From an optimization exercise on the open Yosys and OpenROAD flow, aimed at small area, a short achievable clock period and few clock cycles per item; shortcuts taken in it are not production practice.
RTL that was checked went through simulation tests only; none was proved equivalent to the original.
No functional check of the RTL was part of runs 3 and 4.
Power is estimated from default activity; no workload was simulated.

### design/flow/design.v
package dpb_pkg;
    localparam int DEPTH_W = 16;
    localparam int PIX_W   = 12;
    localparam int FOC_W   = 16;
    localparam int CTR_W   = 18;
    localparam int MAXD_W  = 15;
    localparam int COORD_W = 24;
    localparam int Z_W     = 15;
    localparam int HI_W    = PIX_W;                      
    localparam int AOFS_W  = CTR_W;                      
    localparam int PROD_W  = MAXD_W + AOFS_W;            
    localparam int QB      = COORD_W - 1;                
    localparam int NDIV    = QB;
    localparam int AXIS_LAT = 2 + NDIV;
    localparam int APB_AW = 5;
    localparam int APB_DW = 32;
    localparam logic [FOC_W-1:0]  FOCAL_X_RST  = 16'd36864;
    localparam logic [FOC_W-1:0]  FOCAL_Y_RST  = 16'd36864;
    localparam logic [CTR_W-1:0]  CENTER_X_RST = 18'd20480;
    localparam logic [CTR_W-1:0]  CENTER_Y_RST = 18'd15360;
    localparam logic [MAXD_W-1:0] MAX_DEPTH_RST = 15'd1300;
    localparam logic [COORD_W-1:0] COORD_MAX = 24'h7FFFFF;
    localparam logic [COORD_W-1:0] COORD_MIN = 24'h800000;
    typedef enum logic [2:0] {
        REG_FOCAL_X   = 3'd0,
        REG_FOCAL_Y   = 3'd1,
        REG_CENTER_X  = 3'd2,
        REG_CENTER_Y  = 3'd3,
        REG_MAX_DEPTH = 3'd4
    } t_reg_idx;
endpackage
import dpb_pkg::*;
module dpb_axis
(
    input  logic                 i_clk,
    input  logic                 i_en,
    input  logic [HI_W-1:0]      i_h,         
    input  logic                 i_neg,       
    input  logic [Z_W-1:0]       i_z,         
    input  logic [7:0]           i_bneg,      
    input  logic [7:0]           i_bone,      
    input  logic [7:0]           i_btwo,      
    input  logic [CTR_W-1:0]     i_center,
    input  logic [FOC_W-1:0]     i_focal,
    output logic [COORD_W-1:0]   o_coord
);
    localparam int PW  = PROD_W;    
    localparam int W_W = QB;        
    localparam int NCP = 4;
    logic [6:0]        r_lpos;      
    logic [FOC_W-1:0]  r_fdivn [0:NCP-1];
    always_ff @(posedge i_clk) begin
        r_lpos     <= 7'd64 - {1'b0, i_center[5:0]};
        r_fdivn[0] <= ~{i_focal[FOC_W-1:1], i_focal[0] | ~(|i_focal)};
        for (int k = 1; k < NCP; k++) r_fdivn[k] <= r_fdivn[k-1];
    end
    logic [5:0]    n_l;
    logic          n_l6;
    logic [17:0]   n_m;
    logic [PW-1:0] n_row [0:8];
    logic [PW-1:0] n_l1  [0:5];
    logic [PW-1:0] n_l2  [0:3];
    logic [PW-1:0] n_l3  [0:2];
    assign n_l  = i_neg ? i_center[5:0] : r_lpos[5:0];
    assign n_l6 = !i_neg && r_lpos[6];
    assign n_m  = {i_h, n_l};
    always_comb begin
        logic           neg, one, two;
        logic [18:0]    mag, pp;
        logic [PW-1:0]  row;
        for (int r = 0; r < 9; r++) n_row[r] = '0;
        for (int k = 0; k < 8; k++) begin
            neg = i_bneg[k];
            one = i_bone[k];
            two = i_btwo[k];
            mag = one ? {1'b0, n_m} : (two ? {n_m, 1'b0} : 19'd0);
            pp  = mag ^ {19{neg}};
            row = PW'(pp) << (2*k);
            if (k == 0) begin
                row[19] = neg;
                row[20] = neg;
                row[21] = ~neg;
            end else if (k < 7) begin
                row[2*k+19] = ~neg;
                row[2*k+20] = 1'b1;
            end
            n_row[k] = n_row[k] | row;
            if (k < 7) n_row[k+1][2*k] = neg;
        end
        n_row[8] = n_l6 ? (PW'(i_z) << 6) : '0;
        for (int t = 0; t < 3; t++) begin
            n_l1[2*t]   = n_row[3*t] ^ n_row[3*t+1] ^ n_row[3*t+2];
            n_l1[2*t+1] = ((n_row[3*t] & n_row[3*t+1]) | (n_row[3*t] & n_row[3*t+2]) |
                           (n_row[3*t+1] & n_row[3*t+2])) << 1;
        end
        for (int t = 0; t < 2; t++) begin
            n_l2[2*t]   = n_l1[3*t] ^ n_l1[3*t+1] ^ n_l1[3*t+2];
            n_l2[2*t+1] = ((n_l1[3*t] & n_l1[3*t+1]) | (n_l1[3*t] & n_l1[3*t+2]) |
                           (n_l1[3*t+1] & n_l1[3*t+2])) << 1;
        end
        n_l3[0] = n_l2[0] ^ n_l2[1] ^ n_l2[2];
        n_l3[1] = ((n_l2[0] & n_l2[1]) | (n_l2[0] & n_l2[2]) | (n_l2[1] & n_l2[2])) << 1;
        n_l3[2] = n_l2[3];
    end
    logic [PW-1:0] r_m_row [0:2];
    logic          r_m_neg;
    logic [PW-1:0] n_ms, n_mc;
    logic [PW-1:0] r_p_prod;
    logic          r_p_neg;
    assign n_ms = r_m_row[0] ^ r_m_row[1] ^ r_m_row[2];
    assign n_mc = ((r_m_row[0] & r_m_row[1]) | (r_m_row[0] & r_m_row[2]) |
                   (r_m_row[1] & r_m_row[2])) << 1;
    function automatic logic [FOC_W:0] sub_ge(input logic [FOC_W:0] t, input logic [FOC_W-1:0] fn);
        logic [FOC_W:0] fb, g, p, gg, pp, c;
        logic [FOC_W-1:0] d;
        integer l, i, j;
        begin
            fb = {1'b1, fn};
            g  = t & fb;
            p  = t ^ fb;
            gg = g;
            pp = p;
            for (l = 0; l < 5; l = l + 1) begin
                for (i = FOC_W; i >= 0; i = i - 1) begin
                    if (((i >> l) & 1) == 1) begin
                        j = ((i >> l) << l) - 1;
                        gg[i] = gg[i] | (pp[i] & gg[j]);
                        pp[i] = pp[i] & pp[j];
                    end
                end
            end
            c[0] = 1'b1;
            for (i = 1; i <= FOC_W; i = i + 1) c[i] = gg[i-1] | pp[i-1];
            for (i = 0; i < FOC_W; i = i + 1) d[i] = p[i] ^ c[i];
            sub_ge = {gg[FOC_W] | pp[FOC_W], d};
        end
    endfunction
    logic [FOC_W-1:0]    r_rem [1:NDIV];
    logic [W_W-1:0]      r_w   [1:NDIV];
    logic                r_neg [1:NDIV];
    logic                r_sat [1:NDIV];
    logic [FOC_W-1:0]    n_rem [1:NDIV];
    logic [W_W-1:0]      n_w   [1:NDIV];
    logic                n_sat;
    always_comb begin
        logic [FOC_W-1:0] rem;
        logic [W_W-1:0]   w;
        logic [FOC_W:0]   st;
        n_sat = (r_p_prod[PW-1:QB-4] >= i_focal) && (|r_p_prod);
        for (int j = 1; j <= NDIV; j++) begin
            if (j == 1) begin
                rem = FOC_W'(r_p_prod[PW-1:QB-4]);
                w   = {r_p_prod[QB-5:0], 4'b0000};
            end else begin
                rem = r_rem[j-1];
                w   = r_w[j-1];
            end
            st       = sub_ge({rem, w[W_W-1]}, r_fdivn[(j-1)*NCP/NDIV]);
            n_rem[j] = st[FOC_W] ? st[FOC_W-1:0] : {rem[FOC_W-2:0], w[W_W-1]};
            n_w[j]   = {w[W_W-2:0], st[FOC_W]};
        end
    end
    always_ff @(posedge i_clk) begin
        if (i_en) begin
            r_m_row[0] <= n_l3[0];
            r_m_row[1] <= n_l3[1];
            r_m_row[2] <= n_l3[2];
            r_m_neg    <= i_neg;
            r_p_prod <= n_ms + n_mc;
            r_p_neg  <= r_m_neg;
            r_rem[1] <= n_rem[1];
            r_w[1]   <= n_w[1];
            r_neg[1] <= r_p_neg;
            r_sat[1] <= n_sat;
            for (int j = 2; j <= NDIV; j++) begin
                r_rem[j] <= n_rem[j];
                r_w[j]   <= n_w[j];
                r_neg[j] <= r_neg[j-1];
                r_sat[j] <= r_sat[j-1];
            end
        end
    end
    logic [W_W-1:0] q, qneg, below;
    assign q = r_w[NDIV];
    always_comb begin
        logic [W_W-1:0] orp;
        orp = q;
        for (int l = 0; l < 5; l++)
            for (int i = W_W - 1; i >= 0; i--)
                if (((i >> l) & 1) == 1)
                    orp[i] = orp[i] | orp[((i >> l) << l) - 1];
        below = {orp[W_W-2:0], 1'b0};
        qneg = q ^ below;
        if (r_sat[NDIV])
            o_coord = r_neg[NDIV] ? COORD_MIN : COORD_MAX;
        else if (r_neg[NDIV])
            o_coord = {below[W_W-1] | q[W_W-1], qneg};
        else
            o_coord = {1'b0, q};
    end
endmodule
import dpb_pkg::*;
module depth_pixel_backprojection
(
    input  logic              i_clk,
    input  logic              i_rst_n,
    input  logic              i_s_tvalid,
    output logic              o_s_tready,
    input  logic [39:0]       i_s_tdata,    
    output logic              o_m_tvalid,
    input  logic              i_m_tready,
    output logic [63:0]       o_m_tdata,    
    output logic [0:0]        o_m_tuser,    
    input  logic              psel,
    input  logic              penable,
    input  logic              pwrite,
    input  logic [APB_AW-1:0] paddr,
    input  logic [APB_DW-1:0] pwdata,
    output logic [APB_DW-1:0] prdata,
    output logic              pready
);
    localparam int LAT = AXIS_LAT;    
    logic [FOC_W-1:0]  r_focal_x;
    logic [FOC_W-1:0]  r_focal_y;
    logic [CTR_W-1:0]  r_center_x;
    logic [CTR_W-1:0]  r_center_y;
    logic [MAXD_W-1:0] r_max_depth;
    logic              r_wr_en;
    logic [2:0]        r_wr_a;
    logic [CTR_W-1:0]  r_wr_d;
    assign pready = 1'b1;
    always_ff @(posedge i_clk) begin
        if (!i_rst_n) r_wr_en <= 1'b0;
        else          r_wr_en <= psel && penable && pwrite;
        r_wr_a <= paddr[APB_AW-1:2];
        r_wr_d <= pwdata[CTR_W-1:0];
    end
    always_ff @(posedge i_clk) begin
        if (!i_rst_n) begin
            r_focal_x   <= FOCAL_X_RST;
            r_focal_y   <= FOCAL_Y_RST;
            r_center_x  <= CENTER_X_RST;
            r_center_y  <= CENTER_Y_RST;
            r_max_depth <= MAX_DEPTH_RST;
        end else if (r_wr_en) begin
            case (r_wr_a)
                REG_FOCAL_X:   r_focal_x   <= r_wr_d[FOC_W-1:0];
                REG_FOCAL_Y:   r_focal_y   <= r_wr_d[FOC_W-1:0];
                REG_CENTER_X:  r_center_x  <= r_wr_d;
                REG_CENTER_Y:  r_center_y  <= r_wr_d;
                REG_MAX_DEPTH: r_max_depth <= r_wr_d[MAXD_W-1:0];
                default: ;   
            endcase
        end
    end
    logic [CTR_W-1:0] rd_val [0:4];
    always_comb begin
        rd_val[0] = CTR_W'(r_focal_x);
        rd_val[1] = CTR_W'(r_focal_y);
        rd_val[2] = r_center_x;
        rd_val[3] = r_center_y;
        rd_val[4] = CTR_W'(r_max_depth);
        if (r_wr_en) begin
            case (r_wr_a)
                REG_FOCAL_X:   rd_val[0] = CTR_W'(r_wr_d[FOC_W-1:0]);
                REG_FOCAL_Y:   rd_val[1] = CTR_W'(r_wr_d[FOC_W-1:0]);
                REG_CENTER_X:  rd_val[2] = r_wr_d;
                REG_CENTER_Y:  rd_val[3] = r_wr_d;
                REG_MAX_DEPTH: rd_val[4] = CTR_W'(r_wr_d[MAXD_W-1:0]);
                default: ;
            endcase
        end
    end
    logic [CTR_W-1:0] r_prdata;
    always_ff @(posedge i_clk) begin
        case (paddr[APB_AW-1:2])
            REG_FOCAL_X:   r_prdata <= rd_val[0];
            REG_FOCAL_Y:   r_prdata <= rd_val[1];
            REG_CENTER_X:  r_prdata <= rd_val[2];
            REG_CENTER_Y:  r_prdata <= rd_val[3];
            REG_MAX_DEPTH: r_prdata <= rd_val[4];
            default:       r_prdata <= '0;
        endcase
    end
    assign prdata = APB_DW'(r_prdata);
    localparam int NSV = 4;
    logic [NSV-1:0] r_sv;         
    logic           r_ov;         
    logic           advance;
    logic           adv_in;
    logic           r_in_v;
    logic           r0_v;
    logic [LAT-1:0] r_vld;
    assign advance    = !r_sv[0];
    assign adv_in     = !r_sv[1];
    assign o_s_tready = advance;
    always_ff @(posedge i_clk) begin
        if (!i_rst_n) begin
            r_in_v <= 1'b0;
            r0_v   <= 1'b0;
            r_vld  <= '0;
        end else if (advance) begin
            r_in_v <= i_s_tvalid;
            r0_v   <= r_in_v;
            r_vld  <= {r_vld[LAT-2:0], r0_v};
        end
    end
    logic [39:0] r_in_data;
    always_ff @(posedge i_clk) begin
        if (adv_in) r_in_data <= i_s_tdata;
    end
    logic [DEPTH_W-1:0] s_depth;
    logic               n_ok;
    logic [PIX_W:0]     n_vx, n_vy;
    assign s_depth = r_in_data[15:0];
    assign n_ok = !s_depth[DEPTH_W-1] && (|s_depth[DEPTH_W-2:0]) &&
                  (s_depth[DEPTH_W-2:0] < r_max_depth);
    assign n_vx = {1'b0, r_in_data[27:16]} + {1'b1, ~r_center_x[CTR_W-1:6]};
    assign n_vy = {1'b0, r_in_data[39:28]} + {1'b1, ~r_center_y[CTR_W-1:6]};
    logic [Z_W+1:0] n_bw;      
    logic [7:0]     n_bneg, n_bone, n_btwo;
    assign n_bw = {1'b0, s_depth[Z_W-1:0], 1'b0};
    always_comb begin
        for (int k = 0; k < 8; k++) begin
            n_bneg[k] = n_ok & n_bw[2*k+2] & ~(n_bw[2*k+1] & n_bw[2*k]);
            n_bone[k] = n_ok & (n_bw[2*k+1] ^ n_bw[2*k]);
            n_btwo[k] = n_ok & (n_bw[2*k+2] ? (~n_bw[2*k+1] & ~n_bw[2*k]) :
                                              (n_bw[2*k+1] & n_bw[2*k]));
        end
    end
    logic [HI_W-1:0] r0_hx, r0_hy;
    logic            r0_sx, r0_sy;
    logic [Z_W-1:0]  r0_z;
    logic [7:0]      r0_bneg, r0_bone, r0_btwo;
    always_ff @(posedge i_clk) begin
        if (adv_in) begin
            r0_sx <= n_vx[PIX_W];
            r0_hx <= n_vx[PIX_W-1:0] ^ {PIX_W{n_vx[PIX_W]}};
            r0_sy <= n_vy[PIX_W];
            r0_hy <= n_vy[PIX_W-1:0] ^ {PIX_W{n_vy[PIX_W]}};
            r0_z  <= n_ok ? s_depth[Z_W-1:0] : '0;
            r0_bneg <= n_bneg;
            r0_bone <= n_bone;
            r0_btwo <= n_btwo;
        end
    end
    logic [Z_W-1:0] r_z [0:LAT-1];
    always_ff @(posedge i_clk) begin
        if (adv_in) begin
            r_z[0] <= r0_z;
            for (int k = 1; k < LAT; k++) r_z[k] <= r_z[k-1];
        end
    end
    logic [COORD_W-1:0] ax_x;
    logic [COORD_W-1:0] ax_y;
    dpb_axis u_axis_x (
        .i_clk    (i_clk),
        .i_en     (!r_sv[2]),
        .i_h      (r0_hx),
        .i_neg    (r0_sx),
        .i_z      (r0_z),
        .i_bneg   (r0_bneg),
        .i_bone   (r0_bone),
        .i_btwo   (r0_btwo),
        .i_center (r_center_x),
        .i_focal  (r_focal_x),
        .o_coord  (ax_x)
    );
    dpb_axis u_axis_y (
        .i_clk    (i_clk),
        .i_en     (!r_sv[3]),
        .i_h      (r0_hy),
        .i_neg    (r0_sy),
        .i_z      (r0_z),
        .i_bneg   (r0_bneg),
        .i_bone   (r0_bone),
        .i_btwo   (r0_btwo),
        .i_center (r_center_y),
        .i_focal  (r_focal_y),
        .o_coord  (ax_y)
    );
    logic        out_ok;
    logic [64:0] n_item;     
    assign out_ok = |r_z[LAT-1];
    assign n_item = {out_ok, 1'b0, r_z[LAT-1], ax_y, ax_x};
    logic [64:0] r_out;
    logic [64:0] r_skid;
    logic        arrive;
    assign arrive = advance && r_vld[LAT-1];
    always_ff @(posedge i_clk) begin
        if (!i_rst_n) begin
            r_ov <= 1'b0;
            r_sv <= '0;
        end else begin
            if (!r_ov || i_m_tready)
                r_ov <= r_sv[0] || arrive;
            for (int c = 0; c < NSV; c++)
                r_sv[c] <= r_ov && !i_m_tready && (r_sv[c] || r_vld[LAT-1]);
        end
    end
    always_ff @(posedge i_clk) begin
        if (!r_ov || i_m_tready) r_out <= r_sv[0] ? r_skid : n_item;
        if (!r_sv[0]) r_skid <= n_item;
    end
    assign o_m_tvalid = r_ov;
    assign o_m_tdata  = r_out[63:0];
    assign o_m_tuser  = r_out[64];
endmodule
### design/flow/run.sh
#!/bin/bash
# synth_recipe.tcl (not shown) runs the flow's synth.tcl, then flattens the netlist and writes it again
# the make line also repeats each setting of config.mk as NAME=value (left out here)
make -C /OpenROAD-flow-scripts/flow DESIGN_CONFIG=/design/flow/config.mk WORK_HOME=/design/flow/orfs CLKGATE_MAP_FILE= SYNTH_SCRIPT=/design/flow/synth_recipe.tcl finish
### design/flow/config.mk
export PLATFORM = sky130hd
export DESIGN_NAME = depth_pixel_backprojection
export DESIGN_NICKNAME = depth_pixel_backprojection
export VERILOG_FILES = /design/flow/design.v
export SDC_FILE = /design/flow/constraint.sdc
export NUM_CORES = 4
export LEC_CHECK = 0
export CAP_MARGIN = 20
export CORE_MARGIN = 2
export CORE_UTILIZATION = 40
export SETUP_SLACK_MARGIN = 4.4
export SLEW_MARGIN = 20
### design/flow/constraint.sdc
create_clock -name core_clock -period 8.0 [get_ports {i_clk}]
set_input_delay 1.6000 -clock core_clock [delete_from_list [all_inputs] [get_ports {i_clk}]]
set_output_delay 1.6000 -clock core_clock [all_outputs]
set_load 0.01 [all_outputs]
==> impl_metrics.toml, run 1 <==
[cts]
htreeDepth = 5
clk_pin_slew_worst_paths_ns = 0.07
worstSkewPairLatency_ns = 0.95
cts_hold_buffers = 0
cts_tree = "built"
cts_sinks = 2836
root_buffer = "sky130_fd_sc_hd__clkbuf_16"
cts_inserted_buffers = 311
clock_tree.buffer_depth = 4

[sta]
final_period_utilization = 0.4411
hold_slack_ns = 0.3676
setup_slack_ns = 4.471
maxSlewHeadroom = 0.1957
report.final.setup_viol = 0
timing_worst_slew_pin_value_ns = 1.201
finalHoldViolations = 0
setup_repair_after_global_routing_missed_its_margin = "true"
maxSlewViolCount = 0
max_clock_freq_ghz = 0.2834
setup_total_negative_slack_ns = 0
final.setup_skew_ns = 0.09859
post-route-min-period_ns = 3.529

[placed_design]
detailed_placement_hpwl_um = 195500
placed_cells_incl_taps = 14940
io_buffer_count = 152
dpl_worst_slack_ns = 3.729
finalWeightedCongestion = 0.8902
post_dp_cell_area_um2 = 145100

[detailed_routing]
route.antenna.remaining_nets = 0
via_count = 82020
routed_via_density = 5.269
route.detailed.drc = 0
total_wire_length_um = 288700
detail_route.wl_per_cell_um = 18.55
first_iter_violations = 4992
firstDrtPassIters = 6

[global_routing]
grt-ovfl-total = 0
grt_antenna_before_repair = 4
grt_start_max_net_pins = 210
grt_pass1_wl_um = 455100
global_route_total_usage_across_every_layer = 0.1616
grt_pass1_vias = 85710

[critical_path]
worst_path_largest_cell_delay_ns = 0.53
required_ns = 8.61
path_max_fanout = 19
worstSetupStartpointType = "register"
register_to_register_path_depth = 8
worst_path_most_repeated_cell = "sky130_fd_sc_hd__fa_1"
cp_num_cells = 8
timing.setup.critical_path_class = "register to register"
cp.arrival_ns = 4.14
cp_slowest_cell = "sky130_fd_sc_hd__nor2b_4"
path_delay_family = "adder cells"
cp_cell_sequence = "nor2b_4, buf_12, a22oi_1, xnor2_1, fa_1, fa_1, inv_1, fa_1"
critical_path.n_buffers_inverters = 2
endpoint_kind_of_the_worst_setup_timing_path = "register"

[cells_and_area]
multiInputGateArea_um2 = 54090
final.fill_count = 29950
design.final.nets = 12080
stdcell_count = 15570
register_area_um2 = 81560
area_of_all_placed_cells_without_fillers_um2 = 156600
layout.core_utilization = 0.4558
fraction_of_final_layout_cells_sized_beyond_drive_strength_1 = 0.09643
synthToLayoutAreaGrowth_pct = 13.31

[status]
outcome = "complete, no violations"

[synth]
synth.yosys.seq_area_share = 0.5900
synthTopCellsByCount = "sky130_fd_sc_hd__edfxtp_1, sky130_fd_sc_hd__ha_1, sky130_fd_sc_hd__a21oi_1"
ys_warn_count = 16
synth_top_area_share = 0.5376
yosysUniqueCellTypes = 84
syn_area_cell_um2 = 13.20
yosysTopAreaCell = "sky130_fd_sc_hd__edfxtp_1"
syn-instance-count = 10470
syn_area_um2 = 138200
post_synth_main_area_contributors = "sky130_fd_sc_hd__edfxtp_1, sky130_fd_sc_hd__ha_1, sky130_fd_sc_hd__dfxtp_1"
synth-edff-count = 2474
ys_seq_elements = 2836
post-synth-top-count-cell = "sky130_fd_sc_hd__edfxtp_1"
ys_dominant_reg_cell = "sky130_fd_sc_hd__edfxtp_1"
async_sr_flop_fraction = 0

[power_and_ir_drop]
power_density_nw_per_um2 = 375.6
design_power_total_mw = 58.81
ir_worst_vdd_mv = 0.1976
p_leak_nw = 60.39

[floorplan]
chipHeight_um = 591.8
row_count = 215
die_w_um = 591.8
design.die.area_um2 = 350200
core_region_area_um2 = 343500
initial_utilization = 0.4023
io-pin-count = 184

[job]
max-cap-violations = 0

[min_path]
timing.hold.worst.class = "register to register"
timing.hold.worst_path_depth = 0
## report_power, final
group          switching, mW  total, mW  internal [mW]  leakage [nW]
combinational           10.7       19.9           9.14          25.4
sequential              2.12       24.4           22.2          30.0
clock                   5.93       14.6           8.64          5.04
## kinds of logic (layout without fill, tap and decap cells)
| family | after synthesis | count (layout) | share of synthesized area |
|---|---|---|---|
| mux | 396 | 396 | 0.03228 |
| simple gates | 2174 | 2176 | 0.07765 |
| fa+ha+maj | 1247 | 1247 | 0.1264 |
| xor+xnor | 775 | 775 | 0.04912 |
| other cells | 2 | 35 | 0.00005434 |
| buf+inv | 861 | 1353 | 0.02410 |
| compound gates | 2179 | 2192 | 0.1004 |
| flops | 2836 | 2836 | 0.5900 |
## metal layers
layer	up-vias	wire length (um)	track usage
met5	-	0	0
met4	0	14050	0.07939
met3	673	14070	0.02724
met2	1909	144000	0.2868
met1	39960	116700	0.1889
li1	39480	-	-
## placed cells by master, fill, tap and decap left out, types with 237 or more instances in the layout
master                      Yosys  layout
sky130_fd_sc_hd__xnor2_1      569     568
sky130_fd_sc_hd__nand2_1      450     450
sky130_fd_sc_hd__ha_1         999     998
sky130_fd_sc_hd__o21ai_0      364     362
sky130_fd_sc_hd__a22oi_1      237     237
sky130_fd_sc_hd__clkbuf_16      0     325
sky130_fd_sc_hd__nor2_1       661     660
sky130_fd_sc_hd__edfxtp_1    2474    2474
sky130_fd_sc_hd__mux2_2       247     247
sky130_fd_sc_hd__fa_1         248     248
sky130_fd_sc_hd__dfxtp_1      362     350
sky130_fd_sc_hd__inv_1        521     517
sky130_fd_sc_hd__a21oi_1      715     699
## final cells by class
| cell class | count | area share |
|---|---|---|
| Timing Repair Buffer | 270 | 0.01747 |
| Tap cell | 4557 | 0.03641 |
| Clock buffer | 403 | 0.05489 |
| Inverter | 525 | 0.01278 |
| Antenna cell | 18 | 0.0002876 |
| Multi-Input combinational cell | 6803 | 0.3454 |
| Sequential cell | 2836 | 0.5209 |
| Clock inverter | 155 | 0.01189 |
## path summary, 6_finish.rpt
check,start,to,slack [ns]
setup / recovery,r0_bone[4],u_axis_y.r_m_row[0][10],4.47
hold / removal,u_axis_y.r_w[5][13],u_axis_y.r_w[6][14],0.37
setup reg to reg,r0_bone[4],u_axis_y.r_m_row[0][10],4.47
hold reg to reg,u_axis_y.r_w[5][13],u_axis_y.r_w[6][14],0.37
## registers in the layout, indices dropped and copies added (netlist names), 64 cells and up
signal and flops:
r_skid 65, u_axis_x.r_fdivn 64, u_axis_x.r_rem 352, u_axis_x.r_w 447, u_axis_y.r_rem 352, r_z 375, u_axis_y.r_fdivn 64, u_axis_y.r_w 447
r_out 65, u_axis_y.r_m_row 85, u_axis_x.r_m_row 85
## what timing repair did
action / 4_1_cts / 5_1_grt
cloned: 11 / 4
pin swaps: 14 / 5
setup endpoints to repair: 335 / 316
resized for setup: 56 / 40
buffers inserted: 26 / 6
Testbench counts, summed over its fixed seeds: cycles 10,208, items 9,600.
==> run 2, diff against run 1 <==
--- a/design/flow/config.mk
+++ b/design/flow/config.mk
@@ -8,5 +8,7 @@
 export CAP_MARGIN = 20
 export CORE_MARGIN = 2
 export CORE_UTILIZATION = 40
-export SETUP_SLACK_MARGIN = 4.4
+export CTS_BUF_LIST = sky130_fd_sc_hd__clkbuf_8
+export CTS_CLUSTER_SIZE = 20
+export SETUP_SLACK_MARGIN = 4.5
 export SLEW_MARGIN = 20
==> run 2 against run 1 <==
  * Routed wire length grew 1.4%
  * Critical path depth grew 3
  * Flip-flop and latch count stayed put
  * Via count rose by 1.4%
  * Worst setup slack improved by 0.068 ns
  * Sequential power barely moved
  * Sequential share of layout area is 0.16 points higher
  * Combinational power is essentially flat
  * Core utilization down 0.13 points
  * Power is 3.2% lower
  * Final area is 0.29% lower
  * Critical endpoint is now u_axis_x.r_m_row[0][12]
==> impl_metrics.toml, run 2 <==
[global_routing]
grt-ovfl-total = 0
global_route_total_usage_across_every_layer = 0.1630
grt_pass1_wl_um = 459200
grt_start_max_net_pins = 210
grt_pass1_vias = 87480
grt_antenna_before_repair = 10

[sta]
finalHoldViolations = 0
setup_slack_ns = 4.539
setup_total_negative_slack_ns = 0
maxSlewHeadroom = 0.1479
post-route-min-period_ns = 3.461
maxSlewViolCount = 0
max_clock_freq_ghz = 0.2890
report.final.setup_viol = 0
final_period_utilization = 0.4326
setup_repair_after_global_routing_missed_its_margin = "true"
final.setup_skew_ns = 0.08749
timing_worst_slew_pin_value_ns = 1.278
hold_slack_ns = 0.3456

[synth]
post-synth-top-count-cell = "sky130_fd_sc_hd__edfxtp_1"
yosysTopAreaCell = "sky130_fd_sc_hd__edfxtp_1"
syn-instance-count = 10470
syn_area_cell_um2 = 13.20
ys_warn_count = 16
synth-edff-count = 2474
synthTopCellsByCount = "sky130_fd_sc_hd__edfxtp_1, sky130_fd_sc_hd__ha_1, sky130_fd_sc_hd__a21oi_1"
synth.yosys.seq_area_share = 0.5900
post_synth_main_area_contributors = "sky130_fd_sc_hd__edfxtp_1, sky130_fd_sc_hd__ha_1, sky130_fd_sc_hd__dfxtp_1"
syn_area_um2 = 138200
ys_dominant_reg_cell = "sky130_fd_sc_hd__edfxtp_1"
synth_top_area_share = 0.5376
async_sr_flop_fraction = 0
yosysUniqueCellTypes = 84
ys_seq_elements = 2836

[cells_and_area]
layout.core_utilization = 0.4545
layout_top_registers = "u_axis_x.r_w (447), u_axis_y.r_w (447), r_z (375)"
final.fill_count = 30190
layout.cells.most_common_list = "sky130_fd_sc_hd__edfxtp_1, sky130_fd_sc_hd__ha_1, sky130_fd_sc_hd__inv_1"
design.final.nets = 12260
area_of_all_placed_cells_without_fillers_um2 = 156100
stdcell_count = 15920
final_common_cell = "sky130_fd_sc_hd__edfxtp_1"
synthToLayoutAreaGrowth_pct = 12.98
fraction_of_final_layout_cells_sized_beyond_drive_strength_1 = 0.1147

[critical_path]
reg2reg_from = "r0_bone[1]"
cp.arrival_ns = 4.27
path_max_fanout = 37
worst_path_largest_cell_delay_ns = 0.53
rr_endpoint = "u_axis_x.r_m_row[0][12]"
r2r_slack_ns = 4.54
endpoint_kind_of_the_worst_setup_timing_path = "register"
required_ns = 8.81
worstSetupStartpointType = "register"
cp_slowest_cell = "sky130_fd_sc_hd__fa_1"
register_to_register_path_depth = 11
timing.setup.critical_path_class = "register to register"
cp_cell_sequence = "buf_12, nor2b_4, buf_12, clkbuf_16, a22oi_1, xnor2_1, fa_1, inv_1, fa_1, inv_1, fa_1"
worst_path_most_repeated_cell = "sky130_fd_sc_hd__fa_1"

[min_path]
hold_path_startpoint = "u_axis_y.r_w[8][19]"
timing.hold.worst.class = "register to register"
whs_endpoint = "u_axis_y.r_w[9][20]"
timing.hold.worst_path_depth = 0

[placed_design]
detailed_placement_hpwl_um = 195500
io_buffer_count = 152
dpl_worst_slack_ns = 3.729
post_dp_cell_area_um2 = 145100
finalWeightedCongestion = 0.8902
placed_cells_incl_taps = 14940

[job]
max-cap-violations = 0

[floorplan]
io-pin-count = 184
die_w_um = 591.8
chipHeight_um = 591.8
initial_utilization = 0.4023
core_region_area_um2 = 343500
row_count = 215
design.die.area_um2 = 350200

[detailed_routing]
via_count = 83180
total_wire_length_um = 292800
routed_via_density = 5.226
firstDrtPassIters = 5
route.antenna.remaining_nets = 0
detail_route.wl_per_cell_um = 18.39
route.detailed.drc = 0
first_iter_violations = 4851

[cts]
cts_inserted_buffers = 474
root_buffer = "sky130_fd_sc_hd__clkbuf_8"
worstSkewPairLatency_ns = 1.12
cts_tree = "built"
cts_sinks = 2836
clock_tree.buffer_depth = 4
clk_pin_slew_worst_paths_ns = 0.07
htreeDepth = 5
cts_hold_buffers = 0

[power_and_ir_drop]
power_density_nw_per_um2 = 364.6
design_power_total_mw = 56.92
p_leak_nw = 61.27
ir_worst_vdd_mv = 0.1920

[status]
outcome = "complete, no violations"
-- run 2: changes by cell type in the layout (fill, tap and decap cells not counted), moves of 14 or more --
cell	change
sky130_fd_sc_hd__clkdlybuf4s50_1	-83
sky130_fd_sc_hd__bufinv_16	-20
sky130_fd_sc_hd__dlygate4sd2_1	+26
sky130_fd_sc_hd__clkdlybuf4s15_1	+42
sky130_fd_sc_hd__clkbuf_1	-61
sky130_fd_sc_hd__clkinv_2	+14
sky130_fd_sc_hd__clkbuf_16	-322
sky130_fd_sc_hd__clkinvlp_4	-18
sky130_fd_sc_hd__inv_1	+190
sky130_fd_sc_hd__clkbuf_8	+538
-- run 2: how the worst max path moves through the flow --
stage / start / end / slack (ns) / cells after the start
floorplan: r_sv[2] / u_axis_x.r_m_neg / -7.24 / 1
global placement: r0_bneg[0] / u_axis_y.r_m_row[0][21] / 3.73 / 7
detailed placement: r0_bneg[0] / u_axis_y.r_m_row[0][21] / 3.73 / 7
CTS: u_axis_y.r_fdivn[1][0] / u_axis_y.r_rem[11][12] / 4.49 / 9
global route: u_axis_x.r_m_row[2][8] / u_axis_x.r_p_prod[31] / 4.48 / 9
finish: r0_bone[1] / u_axis_x.r_m_row[0][12] / 4.54 / 11
-- run 2: cell families (layout without fill, tap and decap cells) --
group,Yosys count,after routing,share of synthesized area
flip-flops,2836,2836,0.5900
AO/OA/AOI/OAI,2179,2193,0.1004
AND/OR/NAND/NOR,2174,2176,0.07765
adder cells (fa/ha/maj),1247,1247,0.1264
buffers and inverters,861,1698,0.02410
XOR/XNOR,775,775,0.04912
multiplexers,396,396,0.03228
other,2,40,0.00005434
-- run 2: repair_timing --
| action | CTS | global route |
|---|---|---|
| endpoints found under the setup margin | 442 | 328 |
| pin swaps | 17 | 16 |
| gates cloned | 13 | 7 |
| gates resized for setup | 241 | 72 |
| setup buffers | 27 | 23 |
-- run 2: final cells by class --
cell class | instances | area (um^2) | area share
Sequential cell | 2836 | 81570 | 0.5225
Inverter | 525 | 2002 | 0.01282
Clock buffer | 555 | 7639 | 0.04892
Clock inverter | 326 | 1859 | 0.01191
Timing Repair Buffer | 292 | 3017 | 0.01932
Tap cell | 4557 | 5702 | 0.03652
Antenna cell | 23 | 57.56 | 0.0003686
Multi-Input combinational cell | 6804 | 54280 | 0.3477
-- run 2: routing by layer --
layer  vias to the layer above  global-route usage  routed length, um
li1                      39950                   -                  -
met1                     40400              0.1887             117700
met2                      2042              0.2858             145200
met3                       783             0.03121              14920
met4                         6             0.08580              14970
met5                         -                   0                 43
-- run 2: worst max-delay path, delay by kind of cell, from the launching register on --
| kind | cells | cell delay [ns] |
|---|---|---|
| fa+ha+maj | 3 | 1.55 |
| xor+xnor | 1 | 0.21 |
| simple gates | 1 | 0.16 |
| buf+inv | 5 | 0.72 |
| compound gates | 1 | 0.10 |
| flops | 1 | 0.41 |
-- run 2: where the power goes --
group	internal [mW]	leakage [nW]	switching [mW]	total, mW
clock network	6.70	5.60	5.92	12.6
registers	22.2	30.0	2.12	24.4
logic	9.15	25.7	10.8	19.9
==> run 3, diff against run 2 <==
--- a/design/flow/design.v
+++ b/design/flow/design.v
@@ -332,6 +332,7 @@
     logic            r0_sx, r0_sy;
     logic [Z_W-1:0]  r0_z;
     logic [7:0]      r0_bneg, r0_bone, r0_btwo;
+    logic [7:0]      r0_bneg_yn, r0_bone_yn, r0_btwo_yn;
     always_ff @(posedge i_clk) begin
         if (adv_in) begin
             r0_sx <= n_vx[PIX_W];
@@ -342,6 +343,9 @@
             r0_bneg <= n_bneg;
             r0_bone <= n_bone;
             r0_btwo <= n_btwo;
+            r0_bneg_yn <= ~n_bneg;
+            r0_bone_yn <= ~n_bone;
+            r0_btwo_yn <= ~n_btwo;
         end
     end
     logic [Z_W-1:0] r_z [0:LAT-1];
@@ -372,9 +376,9 @@
         .i_h      (r0_hy),
         .i_neg    (r0_sy),
         .i_z      (r0_z),
-        .i_bneg   (r0_bneg),
-        .i_bone   (r0_bone),
-        .i_btwo   (r0_btwo),
+        .i_bneg   (~r0_bneg_yn),
+        .i_bone   (~r0_bone_yn),
+        .i_btwo   (~r0_btwo_yn),
         .i_center (r_center_y),
         .i_focal  (r_focal_y),
         .o_coord  (ax_y)
==> design/flow/flow/run.sh (new file) <==
#!/bin/bash
# The standard layout (the standard.sh: ORFS synthesis through finish), with
# one change: the buffers that buffer_ports puts on every input and output port
# are sky130_fd_sc_hd__buf_4 cells instead of the delay buffer it picks by
# default. Everything make and its tools print goes to make.log in this folder;
# ORFS keeps each step's own log under orfs/logs/.
set -euo pipefail
export BUFFER_PORTS_ARGS="-buffer_cell sky130_fd_sc_hd__buf_4"
bash standard.sh > make.log 2>&1
==> design/flow/standard.sh (new file) <==
#!/bin/bash
# synth_recipe.tcl (not shown) runs the flow's synth.tcl, then flattens the netlist and writes it again
# the make line also repeats each setting of config.mk as NAME=value (left out here)
make -C /OpenROAD-flow-scripts/flow DESIGN_CONFIG=/design/flow/config.mk WORK_HOME=/design/flow/orfs CLKGATE_MAP_FILE= SYNTH_SCRIPT=/design/flow/synth_recipe.tcl "${@:-finish}"
--- a/design/flow/config.mk
+++ b/design/flow/config.mk
@@ -8,7 +8,5 @@
 export CAP_MARGIN = 20
 export CORE_MARGIN = 2
 export CORE_UTILIZATION = 40
-export CTS_BUF_LIST = sky130_fd_sc_hd__clkbuf_8
-export CTS_CLUSTER_SIZE = 20
-export SETUP_SLACK_MARGIN = 4.5
+export SETUP_SLACK_MARGIN = 4.9
 export SLEW_MARGIN = 20
removed: design/flow/run.sh
==> run 3 against run 2 <==
  * Routed wire length increased by 3.7%
  * Power increased by 14%
  * Non-clock buffer count increased by 509
  * Critical path type unchanged
  * Final area increased by 7.8%
  * Critical endpoint is now u_axis_x.r_rem[2][3]
  * Final cell count increased by 2.6%
==> impl_metrics.toml, run 3 <==
[min_path]
timing.hold.worst.class = "register to register"
hold_path_startpoint = "u_axis_x.r_w[13][1]"

[floorplan]
io-pin-count = 184
design.die.area_um2 = 355400
die_w_um = 596.2
core_region_area_um2 = 349200
chipHeight_um = 596.2
initial_utilization = 0.4017
row_count = 217

[cts]
cts_inserted_buffers = 310
worstSkewPairLatency_ns = 0.89
root_buffer = "sky130_fd_sc_hd__clkbuf_16"
htreeDepth = 5
cts_sinks = 2859
clock_tree.buffer_depth = 4
clk_pin_slew_worst_paths_ns = 0.06
cts_tree = "built"
cts_hold_buffers = 0

[synth]
synth-simple-area-share = 0.08033
synth-compound-area-share = 0.1076
syn_area_um2 = 140300
synthTopCellsByCount = "sky130_fd_sc_hd__edfxtp_1, sky130_fd_sc_hd__ha_1, sky130_fd_sc_hd__nor2_1"
syn_area_cell_um2 = 13.15
synth.area.mux_share = 0.02519
ys_warn_count = 16
post_synth_main_area_contributors = "sky130_fd_sc_hd__edfxtp_1, sky130_fd_sc_hd__ha_1, sky130_fd_sc_hd__dfxtp_1"
synth.yosys.seq_area_share = 0.5862
synth_top_area_share = 0.5346
synth-edff-count = 2497
syn-instance-count = 10670
synth_xor_xnor_area_share = 0.05070
async_sr_flop_fraction = 0
ys_seq_elements = 2859
ys_dominant_reg_cell = "sky130_fd_sc_hd__edfxtp_1"
yosysTopAreaCell = "sky130_fd_sc_hd__edfxtp_1"
post-synth-top-count-cell = "sky130_fd_sc_hd__edfxtp_1"
post_synth_fa_ha_maj_area_fraction = 0.1245
yosysUniqueCellTypes = 92
synth_top_family_by_area = "adder cells"

[global_routing]
gr_met1_demand_resource = 0.1990
grt_pass1_wl_um = 468400
groute.layer.met2.usage = 0.2856
grt_pass1_vias = 87690
grt_antenna_before_repair = 2
global_route_total_usage_across_every_layer = 0.1622
gr-usage-met3 = 0.02097
grt-ovfl-total = 0
grt_start_max_net_pins = 205
grt.busiest_layer = "met2"

[detailed_routing]
route.antenna.remaining_nets = 0
routed_via_density = 5.238
via_count = 85510
route.detailed.drc = 0
firstDrtPassIters = 8
detail_route.wl_per_cell_um = 18.61
first_iter_violations = 4976
total_wire_length_um = 303800

[cells_and_area]
multiInputGateArea_um2 = 59590
layout.cells.most_common_list = "sky130_fd_sc_hd__edfxtp_1, sky130_fd_sc_hd__ha_1, sky130_fd_sc_hd__nor2_1"
synthToLayoutAreaGrowth_pct = 19.97
final_common_cell = "sky130_fd_sc_hd__edfxtp_1"
layout_top_registers = "u_axis_x.r_w (447), u_axis_y.r_w (447), r_z (375)"
fraction_of_final_layout_cells_sized_beyond_drive_strength_1 = 0.2129
register_area_um2 = 82340
final.fill_count = 29600
layout.core_utilization = 0.4819
design.final.nets = 12800

[sta]
post-route-min-period_ns = 3.308
setup_repair_after_global_routing_missed_its_margin = "true"
report.final.setup_viol = 0
maxSlewHeadroom = 0.2739
timing_worst_slew_pin_value_ns = 1.089
setup_total_negative_slack_ns = 0
setup_slack_ns = 4.692
final_period_utilization = 0.4134
maxSlewViolCount = 0
finalHoldViolations = 0
final.setup_skew_ns = 0.04527
hold_slack_ns = 0.3983
max_clock_freq_ghz = 0.3023

[placed_design]
detailed_placement_hpwl_um = 193400
io_buffer_count = 152
finalWeightedCongestion = 0.8681
dpl_worst_slack_ns = 3.635

[power_and_ir_drop]
power_density_nw_per_um2 = 387.0
ir_worst_vdd_mv = 0.2273
p_leak_nw = 64.82

[critical_path]
path_delay_family = "compound AO/OA/AOI/OAI gates"
reg2reg_from = "u_axis_x.r_fdivn[0][0]"
cp_cell_sequence = "clkinvlp_4, buf_12, ha_4, o21ai_4, a221oi_4, a2111oi_4, o31ai_4, or4_4, a311o_2, buf_12, mux2_4"
cp.arrival_ns = 3.94
required_ns = 8.64
worstSetupStartpointType = "register"
worst_path_most_repeated_cell = "sky130_fd_sc_hd__buf_12"
worst_path_largest_cell_delay_ns = 0.45
endpoint_kind_of_the_worst_setup_timing_path = "register"
setup.worst_path.start = "u_axis_x.r_fdivn[0][0]"
path_max_fanout = 13
cp_slowest_cell = "sky130_fd_sc_hd__a2111oi_4"
critical_path.n_buffers_inverters = 3
timing.setup.critical_path_class = "register to register"

[status]
outcome = "complete, no violations"

[job]
max-cap-violations = 0
[run 3: logic make-up (layout without fill, tap and decap cells)]
kind of cell	count (synthesis)	after routing
AND/OR/NAND/NOR	2317	2318
buffers and inverters	853	1870
multiplexers	313	319
other	2	22
adder cells (fa/ha/maj)	1247	1247
XOR/XNOR	812	812
flip-flops	2859	2859
AO/OA/AOI/OAI	2266	2279
[run 3: routing by layer]
layer  vias up  wire (um)
met5         -          0
met4         0      14500
met3       702      11400
met2      1781     152200
met1     41760     125700
li1      41270          -
[run 3: power by group]
| part | internal [mW] | switching [mW] |
|---|---|---|
| sequential | 22.5 | 2.16 |
| clock | 8.44 | 5.96 |
| combinational | 13.0 | 13.1 |
[run 3: final timing paths]
kind | slack [ns] | endpoint | cells past startpoint
hold / removal | 0.40 | u_axis_x.r_w[14][2] | 0
setup reg to reg | 4.69 | u_axis_x.r_rem[2][3] | 11
hold reg to reg | 0.40 | u_axis_x.r_w[14][2] | 0
setup / recovery | 4.69 | u_axis_x.r_rem[2][3] | 11
[run 3: cell type report]
class / instances / area share
multi-input cells: 6992 / 0.3541
clock inverters: 160 / 0.01082
clock buffers: 405 / 0.05052
well taps: 4599 / 0.03420
inverters: 504 / 0.01187
flip-flops and latches: 2859 / 0.4893
repair buffers: 801 / 0.04905
diodes: 5 / 0.00007435
[run 3: repair_timing]
| item | in CTS | in global routing |
|---|---|---|
| resized for setup | 692 | 631 |
| setup endpoints to repair | 946 | 1022 |
| gates cloned | 37 | 33 |
| buffers inserted | 320 | 181 |
| pin swaps | 253 | 275 |
[run 3: worst register-to-register path, delay by kind of cell (launching register included)]
kind	cells	cell delay [ns]
flops	1	0.39
fa+ha+maj	1	0.22
mux	1	0.30
buf+inv	3	0.50
simple gates	1	0.45
compound gates	5	1.21
[run 3: stage by stage]
stage	instance area (um^2)	std cells	power, mW
5_1_grt	168300	16320	69.17
2_1_floorplan	140300	10680	40.70
4_1_cts	163300	16110	62.60
6_report	168300	16330	65.12
3_5_place_dp	146700	15180	45.18
3_3_place_gp	146700	15180	44.06
==> run 4, diff against run 3 <==
--- a/design/flow/design.v
+++ b/design/flow/design.v
@@ -386,7 +386,10 @@
     logic        out_ok;
     logic [64:0] n_item;     
     assign out_ok = |r_z[LAT-1];
-    assign n_item = {out_ok, 1'b0, r_z[LAT-1], ax_y, ax_x};
+    assign n_item = {out_ok, 1'b0,
+                     r_z[LAT-1],
+                     out_ok ? ax_y : {COORD_W{1'b0}},
+                     out_ok ? ax_x : {COORD_W{1'b0}}};
     logic [64:0] r_out;
     logic [64:0] r_skid;
     logic        arrive;
--- a/design/flow/config.mk
+++ b/design/flow/config.mk
@@ -8,5 +8,5 @@
 export CAP_MARGIN = 20
 export CORE_MARGIN = 2
 export CORE_UTILIZATION = 40
-export SETUP_SLACK_MARGIN = 4.9
+export SETUP_SLACK_MARGIN = 4.3
 export SLEW_MARGIN = 20
==> run 4 against run 3 <==
  * Critical endpoint is now u_axis_y.r_m_row[0][11]
  * Via count decreased by 3.8%
  * Clock power barely moved
  * Worst hold slack worse by 0.019 ns
  * Combinational power shrank 18%
  * Final cell count down 4.0%
  * Register-to-register slack got worse by 0.29 ns
  * Routed wire length is 7.3% lower
  * Die area increased by 0.14%
  * Core utilization decreased by 2.8 points
  * Sequential power hardly changed
  * Synthesized area grew 0.14%
  * Largest power group is now sequential cells
  * Still clean on timing, DRC and antenna
  * Count of clock-buffer cells in the layout is 3 lower
==> impl_metrics.toml, run 4 <==
[status]
outcome = "complete, no violations"

[sta]
hold_slack_ns = 0.3796
maxSlewViolCount = 0
max_clock_freq_ghz = 0.2778
timing_worst_slew_pin_value_ns = 1.132
post-route-min-period_ns = 3.599
report.final.setup_viol = 0
setup_repair_after_global_routing_missed_its_margin = "true"
finalHoldViolations = 0
final.setup_skew_ns = 0.07111
setup_slack_ns = 4.401
setup_total_negative_slack_ns = 0
maxSlewHeadroom = 0.2454
final_period_utilization = 0.4499

[floorplan]
die_w_um = 596.6
io-pin-count = 184
row_count = 217
design.die.area_um2 = 355900
initial_utilization = 0.4020
core_region_area_um2 = 349400
chipHeight_um = 596.6

[synth]
async_sr_flop_fraction = 0
syn_area_cell_um2 = 13.35
post-synth-top-count-cell = "sky130_fd_sc_hd__edfxtp_1"
ys_warn_count = 16
post_synth_main_area_contributors = "sky130_fd_sc_hd__edfxtp_1, sky130_fd_sc_hd__ha_1, sky130_fd_sc_hd__dfxtp_1"
syn-instance-count = 10520
ys_seq_elements = 2859
synthTopCellsByCount = "sky130_fd_sc_hd__edfxtp_1, sky130_fd_sc_hd__ha_1, sky130_fd_sc_hd__nor2_1"
ys_dominant_reg_cell = "sky130_fd_sc_hd__edfxtp_1"
syn_area_um2 = 140500
yosysTopAreaCell = "sky130_fd_sc_hd__edfxtp_1"
yosysUniqueCellTypes = 91
synth_top_area_share = 0.5338
synth.yosys.seq_area_share = 0.5854
synth-edff-count = 2497

[critical_path]
cp_cell_sequence = "nand2b_2, o22ai_1, xnor2_1, fa_1, inv_1, fa_1, inv_1, fa_1"
required_ns = 8.62
path_max_fanout = 15
worst_path_most_repeated_cell = "sky130_fd_sc_hd__fa_1"
cp_slowest_cell = "sky130_fd_sc_hd__edfxtp_1"
worst_path_largest_cell_delay_ns = 0.82
critical_path.n_buffers_inverters = 2
r2r_slack_ns = 4.40
path_delay_family = "adder cells"
worstSetupStartpointType = "register"
reg2reg_from = "r0_bone_yn[2]"
endpoint_kind_of_the_worst_setup_timing_path = "register"
cp.arrival_ns = 4.22
timing.setup.critical_path_class = "register to register"
rr_endpoint = "u_axis_y.r_m_row[0][11]"
register_to_register_path_depth = 8

[cts]
cts_sinks = 2859
cts_tree = "built"
htreeDepth = 5
clk_pin_slew_worst_paths_ns = 0.06
cts_hold_buffers = 0
clock_tree.buffer_depth = 4
cts_inserted_buffers = 317
worstSkewPairLatency_ns = 0.93
root_buffer = "sky130_fd_sc_hd__clkbuf_16"

[cells_and_area]
synthToLayoutAreaGrowth_pct = 12.87
fraction_of_final_layout_cells_sized_beyond_drive_strength_1 = 0.1244
layout_top_registers = "u_axis_x.r_w (447), u_axis_y.r_w (447), r_z (375)"
final_common_cell = "sky130_fd_sc_hd__edfxtp_1"
layout.cells.most_common_list = "sky130_fd_sc_hd__edfxtp_1, sky130_fd_sc_hd__ha_1, sky130_fd_sc_hd__nor2_1"
design.final.nets = 12140
stdcell_count = 15670
final.fill_count = 30540

[placed_design]
placed_cells_incl_taps = 15020
finalWeightedCongestion = 0.8785
io_buffer_count = 152
detailed_placement_hpwl_um = 195800
dpl_worst_slack_ns = 3.678

[global_routing]
grt_pass1_vias = 85230
grt_antenna_before_repair = 5
grt_pass1_wl_um = 450200
global_route_total_usage_across_every_layer = 0.1550
grt-ovfl-total = 0
grt_start_max_net_pins = 172

[power_and_ir_drop]
ir_worst_vdd_mv = 0.1963
power_switching_mw = 19.06
clockPowerShare = 0.243
power.share.sequential = 0.404
power_density_nw_per_um2 = 383.0
p_int_mw = 41.67
power.switching_fraction = 0.3138
p_comb_frac = 0.353
p_leak_nw = 61.38
design_power_total_mw = 60.72

[min_path]
whs_endpoint = "u_axis_y.r_w[11][9]"
hold_path_startpoint = "u_axis_y.r_w[10][8]"
timing.hold.worst.class = "register to register"
timing.hold.worst_path_depth = 0

[detailed_routing]
route.antenna.remaining_nets = 0
total_wire_length_um = 281500
detail_route.wl_per_cell_um = 17.96
routed_via_density = 5.251
route.detailed.drc = 0
firstDrtPassIters = 6
via_count = 82290
first_iter_violations = 5080

[job]
max-cap-violations = 0
==> run 4: cell types whose count changed after synthesis, sizes merged, moves of 36 or more <==
cell	previous run	this run
o22ai	199	156
a211oi	61	100
a21oi	636	357
mux2	260	452
and2	71	107
xor2	249	183
o31ai	28	87
nor2	817	598
mux2i	53	116
nand3	67	114
or2	123	58
nand2	500	543
==> run 4: how the worst max path moves through the flow <==
stage | cells past startpoint | slack [ns] | to | from
floorplan | 1 | -7.24 | u_axis_x.r_m_neg | r_sv[2]
global placement | 8 | 3.74 | u_axis_x.r_m_row[0][14] | r0_bone[2]
detailed placement | 8 | 3.68 | u_axis_y.r_m_row[0][20] | r0_bone_yn[1]
CTS | 11 | 4.30 | u_axis_x.r_rem[4][5] | u_axis_x.r_fdivn[0][0]
global route | 12 | 4.28 | r_out[22] | u_axis_x.r_w[23][1]
finish | 8 | 4.40 | u_axis_y.r_m_row[0][11] | r0_bone_yn[2]
==> run 4: cell type report <==
class                   instances  area, um^2  area share
repair buffers                290        2577     0.01626
well taps                    4599        5754     0.03629
clock buffers                 402        8612     0.05432
diodes                          3       7.507  0.00004735
flip-flops and latches       2859       82240      0.5187
clock inverters               178        2029     0.01280
multi-input cells            6829       55380      0.3493
inverters                     511        1937     0.01222
==> run 4: kinds of logic (layout without fill, tap and decap cells) <==
kind of cell	Yosys count	in the layout	synth area share
compound gates	2135	2135	0.1026
other cells	2	20	0.00005347
simple gates	2105	2105	0.07168
xor+xnor	757	757	0.04720
fa+ha+maj	1247	1247	0.1243
flops	2859	2859	0.5854
mux	568	568	0.04482
buf+inv	850	1381	0.02387
==> run 4: metal layers <==
metal,up-vias,part of all wire,global-route usage
li1,39860,-,-
met1,40180,0.43,0.1941
met2,1669,0.49,0.2706
met3,574,0.041,0.02184
met4,2,0.037,0.05940
met5,-,0.000036,0
==> run 4: metrics by stage <==
| stage | utilization | area, um^2 |
|---|---|---|
| 2_1_floorplan | - | 140500 |
| 4_1_cts | 0.4528 | 158200 |
| 3_3_place_gp | 0.4198 | 146700 |
| 5_1_grt | 0.4537 | 158500 |
| 6_report | 0.4537 | 158500 |
| 3_5_place_dp | 0.4198 | 146700 |
==> run 4: power groups by stage <==
stage / logic [mW] / registers (mW) / clock network [mW]
finish: 21.4 / 24.6 / 14.7
global route: 23.9 / 25.0 / 15.8
CTS: 21.3 / 24.6 / 15.2
detailed placement: 20.5 / 24.8 / 0
global placement: 19.5 / 24.7 / 0
floorplan: 16.8 / 24.0 / 0
==> run 4: what timing repair did <==
| action | 4_1_cts | 5_1_grt |
|---|---|---|
| setup endpoints to repair | 519 | 439 |
| resized for setup | 53 | 38 |
| pin swaps | 19 | 3 |
| endpoints found under the hold margin | 0 | 0 |
| setup buffers | 46 | 21 |

[re-timing with driven ports]
The results above use ideal ports. As a check the final layouts listed here were re-extracted and re-timed, cells and wires unchanged. Step 1 assumes that a clkbuf_16 drives the clock port and a buf_2 every other input. Step 2 also shifts input and output timing later by t, the mid clock arrival at the registers, as if the neighbouring blocks saw the same clock. Slacks: ideal / step 1 / step 2; pairs: ideal / step 1.
run | t, ns | setup WS [ns] | clock arrival spread, ns
run 1 | 1.001 | 4.471 / 4.424 / 4.222 | 0.103 / 0.102
run 2 | 1.183 | 4.539 / 4.539 / 4.265 | 0.099 / 0.099
run 3 | 0.980 | 4.692 / 4.692 / 4.375 | 0.053 / 0.053
run 4 | 0.997 | 4.401 / 4.401 / 4.233 | 0.075 / 0.074
After both steps setup and hold are still met in every run listed. The setup slack of run 3, which loses most, moves by 0.000 ns with the drivers and by -0.317 ns with both steps.
